This is an optimization exercise on Yosys and OpenROAD, whose aim is small area, a short achievable clock period and few clock cycles per item, not a production implementation.
At most, simulation tests tie the RTL to the original design; equivalence was not proved.
Power is estimated from default activity; no workload was simulated.

try-nickel:
Design sha1_core, start of the top module:
module sha1_core (
	input  logic              clk,
	input  logic              reset,
	input  logic              start,
	input  sha1_pkg::block_t  block,
	output logic              busy,
	output logic              done,
	output sha1_pkg::digest_t hash
);
	localparam logic [31:0] iv_a = sha1_pkg::init_hash[159:128];
	localparam logic [31:0] iv_b = sha1_pkg::init_hash[127:96];
	localparam logic [31:0] iv_c = sha1_pkg::init_hash[95:64];
	localparam logic [31:0] iv_d = sha1_pkg::init_hash[63:32];
	localparam logic [31:0] iv_e = sha1_pkg::init_hash[31:0];
	localparam logic [31:0] k0   = sha1_pkg::k_const[31:0];
	localparam logic [31:0] z0   = ((iv_b & iv_c) | (~iv_b & iv_d)) + iv_e + k0;
	function automatic logic [31:0] rotl5(input logic [31:0] x);
		rotl5 = {x[26:0], x[31:27]};
	endfunction
	function automatic logic [31:0] rotl30(input logic [31:0] x);
		rotl30 = {x[1:0], x[31:2]};
	endfunction
  ...
==> module sha1_core, before the edit <==
module sha1_core (
	input  logic              clk,
	input  logic              reset,
	input  logic              start,
	input  sha1_pkg::block_t  block,
	output logic              busy,
	output logic              done,
	output sha1_pkg::digest_t hash
);
	localparam logic [31:0] iv_a = sha1_pkg::init_hash[159:128];
	localparam logic [31:0] iv_b = sha1_pkg::init_hash[127:96];
	localparam logic [31:0] iv_c = sha1_pkg::init_hash[95:64];
	localparam logic [31:0] iv_d = sha1_pkg::init_hash[63:32];
	localparam logic [31:0] iv_e = sha1_pkg::init_hash[31:0];
	localparam logic [31:0] k0   = sha1_pkg::k_const[31:0];
	localparam logic [31:0] z0   = ((iv_b & iv_c) | (~iv_b & iv_d)) + iv_e + k0;
	function automatic logic [31:0] rotl5(input logic [31:0] x);
		rotl5 = {x[26:0], x[31:27]};
	endfunction
	function automatic logic [31:0] rotl30(input logic [31:0] x);
		rotl30 = {x[1:0], x[31:2]};
	endfunction
	function automatic logic [31:0] rotl1(input logic [31:0] x);
		rotl1 = {x[30:0], x[31]};
	endfunction
	function automatic logic [31:0] kof(input logic [1:0] g);
		kof = sha1_pkg::k_const[g*32 +: 32];
	endfunction
	function automatic logic [1:0] gof(input logic [5:0] t);
		if (t < 6'd10)
			gof = 2'd0;
		else if (t < 6'd20)
			gof = 2'd1;
		else if (t < 6'd30)
			gof = 2'd2;
		else
			gof = 2'd3;
	endfunction
	function automatic logic [31:0] fof(input logic ch, input logic maj,
		input logic [31:0] x, input logic [31:0] y, input logic [31:0] z);
		if (ch)
			fof = (x & y) | (~x & z);
		else if (maj)
			fof = (x & y) | (x & z) | (y & z);
		else
			fof = x ^ y ^ z;
	endfunction
	logic           accept;
	logic           last;
	logic [5:0]     cnt;
	logic [1:0]     g_cur;       
	logic [1:0]     g_nxt;       
	logic           cur_ch, cur_maj, nxt_ch, nxt_maj;
	logic           fin;         
	logic [31:0]    a, b, c, d, p;
	logic [31:0]    win [16];
	logic [31:0]    x [18];
	logic [31:0]    a1, a2;
	logic [31:0]    z1s, z1c, t1, t2;
	logic [31:0]    s2, c2;
	logic [31:0]    f2, cn, kn, wn, ps, pc, fx, fy, sx, cx, sy, cy, s4, c4, s3, c3, p_next;
	assign accept = start && !busy;
	assign last   = (cnt == 6'd39);
	always_comb
	begin
		for (int i = 0; i < 16; i++)
			x[i] = win[i];
		for (int j = 0; j < 2; j++)
			x[16 + j] = rotl1(x[13 + j] ^ x[8 + j] ^ x[2 + j] ^ x[j]);
	end
	assign a1 = rotl5(a) + p;
	always_comb
	begin
		t1  = fof(cur_ch, cur_maj, a, rotl30(b), c);
		t2  = fin ? (kof(2'd3) + iv_a) : kof(g_cur);
		s2  = t1 ^ t2 ^ d;
		c2  = {((t1 & t2) | (t1 & d) | (t2 & d)), 1'b0} ;
		z1s = s2 ^ c2 ^ x[1];
		z1c = {((s2 & c2) | (s2 & x[1]) | (c2 & x[1])), 1'b0};
	end
	always_comb
	begin
		s3 = rotl5(a1) ^ z1s ^ z1c;
		c3 = {((rotl5(a1) & z1s) | (rotl5(a1) & z1c) | (z1s & z1c)), 1'b0};
	end
	assign a2 = s3 + c3;
	always_comb
	begin
		if (!busy)
		begin
			kn = z0;
			wn = block[511:480];
		end
		else if (fin)
		begin
			kn = iv_e;
			wn = 32'd0;
		end
		else
		begin
			kn = kof(g_nxt);
			wn = x[2];
		end
		cn = c & {32{busy}};
		ps = cn ^ kn ^ wn;
		pc = {((cn & kn) | (cn & wn) | (kn & wn)), 1'b0};
		fy = fof(nxt_ch, nxt_maj, 32'd0, rotl30(a), rotl30(b)) & {32{busy && !fin}};
		fx = fof(nxt_ch, nxt_maj, 32'hFFFFFFFF, rotl30(a), rotl30(b)) & {32{busy && !fin}};
		for (int i = 0; i < 32; i++)
			f2[i] = a1[i] ? fx[i] : fy[i];
		s4 = f2 ^ ps ^ pc;
		c4 = (f2 & ps) | (f2 & pc) | (ps & pc);
	end
	assign p_next = s4 + {c4[30:0], 1'b0};
	always_ff @(posedge clk)
	begin
		p <= p_next;
		if (!busy)
		begin
			for (int i = 0; i < 16; i++)
				win[i] <= block[(15 - i) * 32 +: 32];
			a       <= iv_a;
			b       <= iv_b;
			c       <= iv_c;
			d       <= iv_d;
			cnt     <= 6'd0;
			g_cur   <= 2'd0;
			g_nxt   <= 2'd0;
			cur_ch  <= 1'b1;
			cur_maj <= 1'b0;
			nxt_ch  <= 1'b1;
			nxt_maj <= 1'b0;
			fin     <= 1'b0;
		end
		else
		begin
			for (int i = 0; i < 16; i++)
				win[i] <= x[i + 2];
			a       <= a2;
			b       <= a1;
			c       <= rotl30(a);
			d       <= rotl30(b);
			cnt     <= cnt + 6'd1;
			g_cur   <= g_nxt;
			g_nxt   <= gof(cnt + 6'd2);
			cur_ch  <= nxt_ch;
			cur_maj <= nxt_maj;
			nxt_ch  <= (gof(cnt + 6'd2) == 2'd0);
			nxt_maj <= (gof(cnt + 6'd2) == 2'd2);
			fin     <= (cnt == 6'd38);
		end
	end
	always_ff @(posedge clk)
	begin
		if (reset)
		begin
			busy <= 1'b0;
			done <= 1'b0;
		end
		else
		begin
			done <= busy && last;
			busy <= accept || (busy && !last);
		end
	end
	assign hash = {a, b + iv_b, c + iv_c, d + iv_d, p};
endmodule
clock: 8.5 ns
lec_check: 0
abc_area: 1
cap_margin: 20
core_margin: 2
core_utilization: 40
cts_cluster_diameter: 150
cts_cluster_size: 20
setup_slack_margin: 4
slew_margin: 20
buffer_ports_args: -buffer_cell sky130_fd_sc_hd__buf_1
standard.sh (not shown) runs the stock make flow with config.mk's settings and CLKGATE_MAP_FILE= SYNTH_SCRIPT=/design/flow/synth_recipe.tcl, a recipe that flattens the netlist after the stock synthesis.
==> flow/flow/run.sh <==
#!/bin/bash
# Standard layout, with plain buf_1 cells as the port buffers.
set -e
cp standard.sh standard_sh.log
cp config.mk config_mk.log
echo 'export BUFFER_PORTS_ARGS = -buffer_cell sky130_fd_sc_hd__buf_1' >> config.mk
bash standard.sh > standard.log 2>&1
The inputs of try-lagoon differ from those of try-nickel as listed below.
-- flow/design.v --
<<< try-nickel, line 74
			fof = x ^ y ^ z;
	endfunction
	logic           accept;
	logic           last;
>>> try-lagoon, line 74
			fof = x ^ y ^ z;
	endfunction
	logic           idle;
	logic           accept;
	logic           last;
<<< try-nickel, line 100
	always_comb
	begin
		t1  = fof(cur_ch, cur_maj, a, rotl30(b), c);
		t2  = fin ? (kof(2'd3) + iv_a) : kof(g_cur);
		s2  = t1 ^ t2 ^ d;
		c2  = {((t1 & t2) | (t1 & d) | (t2 & d)), 1'b0} ;
		z1s = s2 ^ c2 ^ x[1];
		z1c = {((s2 & c2) | (s2 & x[1]) | (c2 & x[1])), 1'b0};
	end
	always_comb
>>> try-lagoon, line 101
	always_comb
	begin
		t2  = fin ? (kof(2'd3) + iv_a) : kof(g_cur);
		s2  = d ^ t2 ^ x[1];
		c2  = {((d & t2) | (d & x[1]) | (t2 & x[1])), 1'b0};
		t1  = fof(cur_ch, cur_maj, a, rotl30(b), c);
		z1s = s2 ^ c2 ^ t1;
		z1c = {((s2 & c2) | (s2 & t1) | (c2 & t1)), 1'b0};
	end
	always_comb
<<< try-nickel, line 144
	begin
		p <= p_next;
		if (!busy)
		begin
			for (int i = 0; i < 16; i++)
				win[i] <= block[(15 - i) * 32 +: 32];
			a       <= iv_a;
			b       <= iv_b;
>>> try-lagoon, line 145
	begin
		p <= p_next;
		for (int i = 0; i < 16; i++)
			win[i] <= (x[i + 2] & {32{busy}}) | (block[(15 - i) * 32 +: 32] & {32{idle}});
		if (!busy)
		begin
			a       <= iv_a;
			b       <= iv_b;
<<< try-nickel, line 163
		else
		begin
			for (int i = 0; i < 16; i++)
				win[i] <= x[i + 2];
			a       <= a2;
			b       <= a1;
>>> try-lagoon, line 164
		else
		begin
			a       <= a2;
			b       <= a1;
<<< try-nickel, line 184
		begin
			busy <= 1'b0;
			done <= 1'b0;
		end
>>> try-lagoon, line 183
		begin
			busy <= 1'b0;
			idle <= 1'b1;
			done <= 1'b0;
		end
<<< try-nickel, line 190
			done <= busy && last;
			busy <= accept || (busy && !last);
		end
	end
>>> try-lagoon, line 190
			done <= busy && last;
			busy <= accept || (busy && !last);
			idle <= !(accept || (busy && !last));
		end
	end
### Flow results
Result: PASS for each of try-lagoon and try-nickel. NOTE total half-perimeter wirelength after legalization and detailed placement try-nickel->try-lagoon increased by a little under 10%. In try-lagoon the via count of the first global-routing pass turned out about 7% lower than in try-nickel. try-lagoon vs try-nickel — wire length climbed by a few percent. First-pass GRT wire length on try-lagoon is up relative to try-nickel. The highest attainable clock frequency of try-lagoon was superior to that of try-nickel. In the reports for try-lagoon and try-nickel, the smaller cell count after synthesis belongs to try-lagoon. Looking at dominant combinational cell family by area after synthesis, the simple AND/OR/NAND/NOR gates result is from try-nickel; the compound AO/OA/AOI/OAI gates one comes from try-lagoon. Going from try-nickel to try-lagoon, total power shrinks by 3.1 mW. Between try-lagoon and try-nickel, the number of sinks on the clock net figures differ only marginally. Total via count after detailed routing: higher on try-nickel.
Testbench counts of try-lagoon, summed over its fixed seeds: cycles 5,248, items 128.
No functional check of the RTL was part of try-nickel.

==> separate check: timing with driven ports <==
In the flow no input, the clock included, has a driving cell. The finished layouts below were timed again as built, in two steps.
Step 1 sets driving cells, clkbuf_16 on the clock port and buf_2 on the other inputs (assumed; they add their load-dependent delay and slew).
Step 2 times the ports against the registers' clock, not the clock port: input delays grow and output delays shrink by t, the midpoint of the rising clock arrivals with the driver on.
Slacks: ideal ports / drivers / drivers and shift; pairs: ideal ports / drivers.
run | shift t [ns] | setup slack, ns | latest minus earliest clock arrival (ns) | worst data-port slew with drivers (ns) | cell pins on the clock port's net
try-nickel | 0.684 | 3.927 / 3.927 / 3.496 | 0.047 / 0.048 | 0.15 | 1
try-lagoon | 0.706 | 4.051 / 3.971 / 3.459 | 0.048 / 0.048 | 0.21 | 1
After both steps setup and hold are still met in every run listed. The setup slack of try-lagoon, which loses most, moves by -0.080 ns with the drivers and by -0.592 ns with both steps.
